This is an optimization exercise on Yosys and OpenROAD, whose aim is small area and a short achievable clock period, not a production implementation. RTL that was checked went through simulation tests only; none was proved equivalent to the original.

==> inputs of 08-01 <==
## bpu_predictor
module bpu_predictor #(
   parameter int INDEX_BITS = 6,
   parameter int TAG_BITS   = 8
) (
   input  logic        clk,
   input  logic        reset,
   input  logic [31:0] pc_in,
   output logic        pred_taken,
   output logic [31:0] pred_imm,
   output logic        pred_hit,
   output logic        ready,
   input  logic        upd_valid,
   input  logic [31:0] upd_pc,
   input  logic        upd_taken,
   input  logic [31:0] upd_imm
);
Settings: LEC_CHECK=0, CAP_MARGIN=20, CORE_MARGIN=2, CORE_UTILIZATION=65, CTS_BUF_LIST=sky130_fd_sc_hd__clkbuf_8 sky130_fd_sc_hd__clkbuf_16, CTS_CLUSTER_DIAMETER=60, CTS_CLUSTER_SIZE=30, SETUP_SLACK_MARGIN=2.5, SLEW_MARGIN=20, SYNTH_HIERARCHICAL=1; clock period 8.0 ns.
run.sh (not shown) runs the stock make flow with config.mk's settings and CLKGATE_MAP_FILE= SYNTH_SCRIPT=/design/flow/synth_recipe.tcl, a recipe that flattens the netlist after the stock synthesis.
==> 11-05: changes against 08-01 <==
==> flow/design.v (replaced) <==
module bpu_predictor #(
   parameter int INDEX_BITS = 6,
   parameter int TAG_BITS   = 8
) (
   input  logic        clk,
   input  logic        reset,
   input  logic [31:0] pc_in,
   output logic        pred_taken,
   output logic [31:0] pred_imm,
   output logic        pred_hit,
   output logic        ready,
   input  logic        upd_valid,
   input  logic [31:0] upd_pc,
   input  logic        upd_taken,
   input  logic [31:0] upd_imm
);
   localparam int ENTRIES = 1 << INDEX_BITS;
   localparam int TAG_MSB = INDEX_BITS + TAG_BITS - 1;
   logic                  ready_q;
   logic [INDEX_BITS-1:0] sweep_cnt;
   logic [ENTRIES-1:0]               tbl_valid;
   logic [ENTRIES-1:0][TAG_BITS-1:0] tbl_tag;
   logic [ENTRIES-1:0][1:0]          tbl_ctr;
   logic [ENTRIES-1:0][31:0]         tbl_imm;
   logic [INDEX_BITS-1:0] lk_idx;
   logic [TAG_BITS-1:0]   lk_tag;
   logic [INDEX_BITS-1:0] upd_idx;
   logic [TAG_BITS-1:0]   upd_tag;
   logic                  upd_hit;
   logic                  upd_act;
   logic [1:0]            upd_ctr;
   logic [1:0]            new_ctr;
   logic [ENTRIES-1:0]    row_hit;
   logic [ENTRIES-1:0]    row_tk;
   logic [ENTRIES-1:0]    upd_sel;
   logic unused_pc_bits;
   assign unused_pc_bits = ^{pc_in[31:TAG_MSB+1], upd_pc[31:TAG_MSB+1]};
   always_ff @(posedge clk) begin
      if (reset) begin
         ready_q   <= 1'b0;
         sweep_cnt <= '0;
      end else if (!ready_q) begin
         sweep_cnt <= sweep_cnt + INDEX_BITS'(1);
         if (sweep_cnt == '1) ready_q <= 1'b1;
      end
   end
   assign ready = ready_q;
   assign upd_idx = upd_pc[INDEX_BITS-1:0];
   assign upd_tag = upd_pc[TAG_MSB:INDEX_BITS];
   assign upd_ctr = tbl_ctr[upd_idx];
   assign upd_hit = tbl_valid[upd_idx] && (tbl_tag[upd_idx] == upd_tag);
   assign upd_act = ready_q && !reset && upd_valid;
   always_comb begin
      if (upd_hit) begin
         if (upd_taken) new_ctr = (upd_ctr == 2'b11) ? 2'b11 : upd_ctr + 2'd1;
         else           new_ctr = (upd_ctr == 2'b00) ? 2'b00 : upd_ctr - 2'd1;
      end else begin
         new_ctr = upd_taken ? 2'b10 : upd_ctr;
      end
   end
   assign lk_idx = pc_in[INDEX_BITS-1:0];
   assign lk_tag = pc_in[TAG_MSB:INDEX_BITS];
   for (genvar r = 0; r < ENTRIES; r++) begin : g_row
      assign upd_sel[r] = (upd_idx == INDEX_BITS'(r));
      always_ff @(posedge clk) begin
         if (reset) tbl_valid[r] <= 1'b0;
         else if (upd_act && upd_taken && upd_sel[r]) tbl_valid[r] <= 1'b1;
      end
      always_ff @(posedge clk) begin
         if (upd_act && upd_taken && upd_sel[r]) begin
            tbl_tag[r] <= upd_tag;
            tbl_imm[r] <= upd_imm;
         end
         if (upd_act && upd_sel[r]) tbl_ctr[r] <= new_ctr;
      end
      assign row_hit[r] = ready_q && (lk_idx == INDEX_BITS'(r)) && tbl_valid[r] && (tbl_tag[r] == lk_tag);
      assign row_tk[r]  = row_hit[r] && tbl_ctr[r][1];
   end
   assign pred_hit   = |row_hit;
   assign pred_taken = |row_tk;
   always_comb begin
      pred_imm = '0;
      for (int r = 0; r < ENTRIES; r++) pred_imm = pred_imm | (tbl_imm[r] & {32{row_tk[r]}});
   end
endmodule
CORE_UTILIZATION = 40   (was 65)
CTS_BUF_LIST = not set   (was sky130_fd_sc_hd__clkbuf_8 sky130_fd_sc_hd__clkbuf_16)
CTS_CLUSTER_DIAMETER = not set   (was 60)
CTS_CLUSTER_SIZE = not set   (was 30)
SYNTH_HIERARCHICAL = not set   (was 1)
==> qor summary <==
Met2 GRT Util: 11-05 0.482; 08-01 0.671
Post-Synth Adder-Cell Area: 11-05 0.000325; 08-01 0.000334
Maximum number of pins on one net before global-route repair: 11-05 72; 08-01 87
Multi-input gate area in the final layout: 11-05 27,400 µm²; 08-01 49,000 µm²
Share of post-route cells with drive strength above 1: 11-05 0.296; 08-01 0.151
Count of inverters not on the clock network in the layout: 11-05 11; 08-01 273
Avg Synthesized Cell Area: 11-05 18.0 µm²; 08-01 11.3 µm²
Max-slew headroom at the worst pin: 11-05 0.149; 08-01 0.167
Wire length of the first global-routing pass: 11-05 613,000 µm; 08-01 595,000 µm
CTS buffer count: 11-05 297; 08-01 152
Area share of the largest cell type after synthesis: 11-05 0.748; 08-01 0.527
NonClk Buf Share: 11-05 0.0893; 08-01 0.0599
Min Hold Slack: 11-05 504 ps; 08-01 487 ps
Layout Utilization: 11-05 0.505; 08-01 0.754
Final Worst Setup Slack: 11-05 1590 ps; 08-01 1980 ps
Status: 11-05 finished clean; 08-01 finished clean
Function not checked in 08-01: the RTL went through the layout flow alone.

* * *

==> v36: inputs <==
bpu_predictor, a different RTL version from the one above (not shown whole).
==> module bpu_predictor, before the edit <==
module bpu_predictor #(
   parameter int INDEX_BITS = 6,
   parameter int TAG_BITS   = 8
) (
   input  logic        clk,
   input  logic        reset,
   input  logic [31:0] pc_in,
   output logic        pred_taken,
   output logic [31:0] pred_imm,
   output logic        pred_hit,
   output logic        ready,
   input  logic        upd_valid,
   input  logic [31:0] upd_pc,
   input  logic        upd_taken,
   input  logic [31:0] upd_imm
);
   localparam int ENTRIES = 1 << INDEX_BITS;
   localparam int TAG_MSB = INDEX_BITS + TAG_BITS - 1;
   typedef enum logic {INIT, RUN} state_t;
   state_t                state;
   logic [INDEX_BITS-1:0] sweep_ptr;
   logic                  tbl_valid [ENTRIES];
   logic [TAG_BITS-1:0]   tbl_tag   [ENTRIES];
   logic [1:0]            tbl_ctr   [ENTRIES];
   logic [31:0]           tbl_imm   [ENTRIES];
   logic [INDEX_BITS-1:0] lk_idx;
   logic [TAG_BITS-1:0]   lk_tag;
   logic                  lk_hit;
   logic [INDEX_BITS-1:0] upd_idx;
   logic [TAG_BITS-1:0]   upd_tag;
   logic                  upd_hit;
   logic unused_pc_bits;
   assign unused_pc_bits = ^{pc_in[31:TAG_MSB+1], upd_pc[31:TAG_MSB+1]};
   always_ff @(posedge clk) begin
      if (reset) begin
         state     <= INIT;
         sweep_ptr <= '0;
      end else if (state == INIT) begin
         sweep_ptr <= sweep_ptr + INDEX_BITS'(1);
         if (sweep_ptr == '1) begin
            state <= RUN;
         end
      end
   end
   assign ready = (state == RUN);
   assign upd_idx = upd_pc[INDEX_BITS-1:0];
   assign upd_tag = upd_pc[TAG_MSB:INDEX_BITS];
   assign upd_hit = tbl_valid[upd_idx] && (tbl_tag[upd_idx] == upd_tag);
   always_ff @(posedge clk) begin
      if (!reset && state == INIT) begin
         tbl_valid[sweep_ptr] <= 1'b0;
         tbl_tag[sweep_ptr]   <= '0;
         tbl_ctr[sweep_ptr]   <= 2'b01;
         tbl_imm[sweep_ptr]   <= '0;
      end else if (!reset && state == RUN && upd_valid) begin
         if (upd_hit) begin
            if (upd_taken) begin
               if (tbl_ctr[upd_idx] != 2'b11) begin
                  tbl_ctr[upd_idx] <= tbl_ctr[upd_idx] + 2'd1;
               end
               tbl_imm[upd_idx] <= upd_imm;
            end else if (tbl_ctr[upd_idx] != 2'b00) begin
               tbl_ctr[upd_idx] <= tbl_ctr[upd_idx] - 2'd1;
            end
         end else if (upd_taken) begin
            tbl_valid[upd_idx] <= 1'b1;
            tbl_tag[upd_idx]   <= upd_tag;
            tbl_ctr[upd_idx]   <= 2'b10;
            tbl_imm[upd_idx]   <= upd_imm;
         end
      end
   end
   assign lk_idx     = pc_in[INDEX_BITS-1:0];
   assign lk_tag     = pc_in[TAG_MSB:INDEX_BITS];
   assign lk_hit     = tbl_valid[lk_idx] && (tbl_tag[lk_idx] == lk_tag);
   assign pred_hit   = ready && lk_hit;
   assign pred_taken = pred_hit && tbl_ctr[lk_idx][1];
   assign pred_imm   = pred_taken ? tbl_imm[lk_idx] : 32'd0;
endmodule
==> flow/config.mk <==
export PLATFORM = sky130hd
export DESIGN_NAME = bpu_predictor
export DESIGN_NICKNAME = bpu_predictor
export VERILOG_FILES = /design/flow/design.v
export SDC_FILE = /design/flow/constraint.sdc
export NUM_CORES = 4
export LEC_CHECK = 0
export CAP_MARGIN = 20
export CORE_MARGIN = 2
export CORE_UTILIZATION = 40
export SLEW_MARGIN = 20
==> flow/constraint.sdc <==
create_clock -name core_clock -period 8.0 [get_ports {clk}]
set_input_delay 1.6000 -clock core_clock [delete_from_list [all_inputs] [get_ports {clk}]]
set_output_delay 1.6000 -clock core_clock [all_outputs]
set_load 0.01 [all_outputs]
==> v6: changes against v36 <==
==> flow/design.v (replaced) <==
module bpu_predictor #(
   parameter int INDEX_BITS = 6,
   parameter int TAG_BITS   = 8
) (
   input  logic        clk,
   input  logic        reset,
   input  logic [31:0] pc_in,
   output logic        pred_taken,
   output logic [31:0] pred_imm,
   output logic        pred_hit,
   output logic        ready,
   input  logic        upd_valid,
   input  logic [31:0] upd_pc,
   input  logic        upd_taken,
   input  logic [31:0] upd_imm
);
   localparam int ENTRIES = 1 << INDEX_BITS;
   localparam int TAG_MSB = INDEX_BITS + TAG_BITS - 1;
   logic                  ready_q;
   logic [INDEX_BITS-1:0] sweep_cnt;
   logic [ENTRIES-1:0]               tbl_valid;
   logic [ENTRIES-1:0][TAG_BITS-1:0] tbl_tag;
   logic [ENTRIES-1:0][1:0]          tbl_ctr;
   logic [ENTRIES-1:0][31:0]         tbl_imm;
   logic [INDEX_BITS-1:0] lk_idx;
   logic [TAG_BITS-1:0]   lk_tag;
   logic [INDEX_BITS-1:0] upd_idx;
   logic [TAG_BITS-1:0]   upd_tag;
   logic                  upd_hit;
   logic                  upd_act;
   logic [1:0]            upd_ctr;
   logic [1:0]            new_ctr;
   logic [ENTRIES-1:0]    row_hit;
   logic [ENTRIES-1:0]    row_tk;
   logic [ENTRIES-1:0]    upd_sel;
   logic unused_pc_bits;
   assign unused_pc_bits = ^{pc_in[31:TAG_MSB+1], upd_pc[31:TAG_MSB+1]};
   always_ff @(posedge clk) begin
      if (reset) begin
         ready_q   <= 1'b0;
         sweep_cnt <= '0;
      end else if (!ready_q) begin
         sweep_cnt <= sweep_cnt + INDEX_BITS'(1);
         if (sweep_cnt == '1) ready_q <= 1'b1;
      end
   end
   assign ready = ready_q;
   assign upd_idx = upd_pc[INDEX_BITS-1:0];
   assign upd_tag = upd_pc[TAG_MSB:INDEX_BITS];
   assign upd_ctr = tbl_ctr[upd_idx];
   assign upd_hit = tbl_valid[upd_idx] && (tbl_tag[upd_idx] == upd_tag);
   assign upd_act = ready_q && !reset && upd_valid;
   always_comb begin
      if (upd_hit) begin
         if (upd_taken) new_ctr = (upd_ctr == 2'b11) ? 2'b11 : upd_ctr + 2'd1;
         else           new_ctr = (upd_ctr == 2'b00) ? 2'b00 : upd_ctr - 2'd1;
      end else begin
         new_ctr = upd_taken ? 2'b10 : upd_ctr;
      end
   end
   assign lk_idx = pc_in[INDEX_BITS-1:0];
   assign lk_tag = pc_in[TAG_MSB:INDEX_BITS];
   for (genvar r = 0; r < ENTRIES; r++) begin : g_row
      assign upd_sel[r] = (upd_idx == INDEX_BITS'(r));
      always_ff @(posedge clk) begin
         if (reset) tbl_valid[r] <= 1'b0;
         else if (upd_act && upd_taken && upd_sel[r]) tbl_valid[r] <= 1'b1;
      end
      always_ff @(posedge clk) begin
         if (upd_act && upd_taken && upd_sel[r]) begin
            tbl_tag[r] <= upd_tag;
            tbl_imm[r] <= upd_imm;
         end
         if (upd_act && upd_sel[r]) tbl_ctr[r] <= new_ctr;
      end
      assign row_hit[r] = ready_q && (lk_idx == INDEX_BITS'(r)) && tbl_valid[r] && (tbl_tag[r] == lk_tag);
      assign row_tk[r]  = row_hit[r] && tbl_ctr[r][1];
   end
   assign pred_hit   = |row_hit;
   assign pred_taken = |row_tk;
   always_comb begin
      pred_imm = '0;
      for (int r = 0; r < ENTRIES; r++) pred_imm = pred_imm | (tbl_imm[r] & {32{row_tk[r]}});
   end
endmodule
CORE_UTILIZATION = 55   (was 40)
CTS_BUF_LIST = sky130_fd_sc_hd__clkbuf_8 sky130_fd_sc_hd__clkbuf_16   (was default)
CTS_CLUSTER_DIAMETER = 60   (was default)
CTS_CLUSTER_SIZE = 30   (was default)
SETUP_SLACK_MARGIN = 2.5   (was default)
==> flow_summary_export.csv <==
group,metric,value,unit
cts,post_cts_buffers,0,
placed_design,gp_routability_congestion,0.873,
synthesis,synth_cell_type_count,57,
synthesis,synth-simple-area-share,1.79,%
finish,multi_input_gates,1916,
sta,fmax,128,MHz
status,status,"complete, no violations",
finish,stdcell_count,9301,
cts,clock_latency,0.93,ns
synthesis,synthTopCellsByCount,"edfxtp_1 (2752), mux4_2 (954), mux2i_1 (228)",
synthesis,synth_seq_area_share,73.5,%
power_and_ir_drop,power_frac_comb,3.9,%
cts,cts_buffer_depth,4,
The numbers above come from v36.

==> flow_summary_export.csv <==
group,metric,value,unit
synthesis,synth_cell_type_count,69,
finish,stdcell_count,9508,
synthesis,synthTopCellsByCount,"edfxtp_1 (2688), a221oi_1 (518), a22o_1 (513)",
placed_design,gp_routability_congestion,0.980,
cts,clock_latency,0.92,ns
status,status,"complete, no violations",
cts,cts_buffer_depth,3,
min_path,whs_endpoint,"tbl_valid[1]$_SDFFE_PP0P_",
die,tapCellCount,2624,
cts,post_cts_buffers,272,
finish,largest_register_ffs,2048,
power_and_ir_drop,power_frac_comb,3.8,%
synthesis,async_flop_share,0,%
synthesis,synth-simple-area-share,4.47,%
synthesis,synth_seq_area_share,76.1,%
The numbers above come from v6.

## port drivers added, routing unchanged
How much do the figures lean on ideal ports? The routed layouts below were timed once more, with nothing changed but the port constraints. Step 1, drivers: a clkbuf_16 drives clk and a buf_2 each remaining input, both assumed. Step 2 times the ports against the registers' clock, not the clock port: input delays grow and output delays shrink by t, the midpoint of the rising clock arrivals with the driver on. Slacks: ideal ports / drivers / drivers and shift; pairs: ideal ports / drivers.
run | t, ns | setup WS [ns] | worst hold slack (ns) | worst setup path after step 2 | cell pins on the clock port's net
08-01 | 0.899 | 1.975 / 1.769 / 1.552 | 0.487 / 0.487 / 0.487 | input to register | 1
11-05 | 1.042 | 1.585 / 1.507 / 1.454 | 0.504 / 0.504 / 0.504 | input to register | 1
v36 | 0.970 | 0.158 / 0.100 / 0.100 | 0.659 / 0.659 / 0.659 | input to output | 1
v6 | 0.983 | 1.754 / 1.515 / 1.515 | 0.503 / 0.503 / 0.503 | input to output | 1
After both steps every run listed still meets setup and hold. The setup slack of 08-01, which loses most, moves by -0.206 ns with the drivers and by -0.423 ns with both steps.
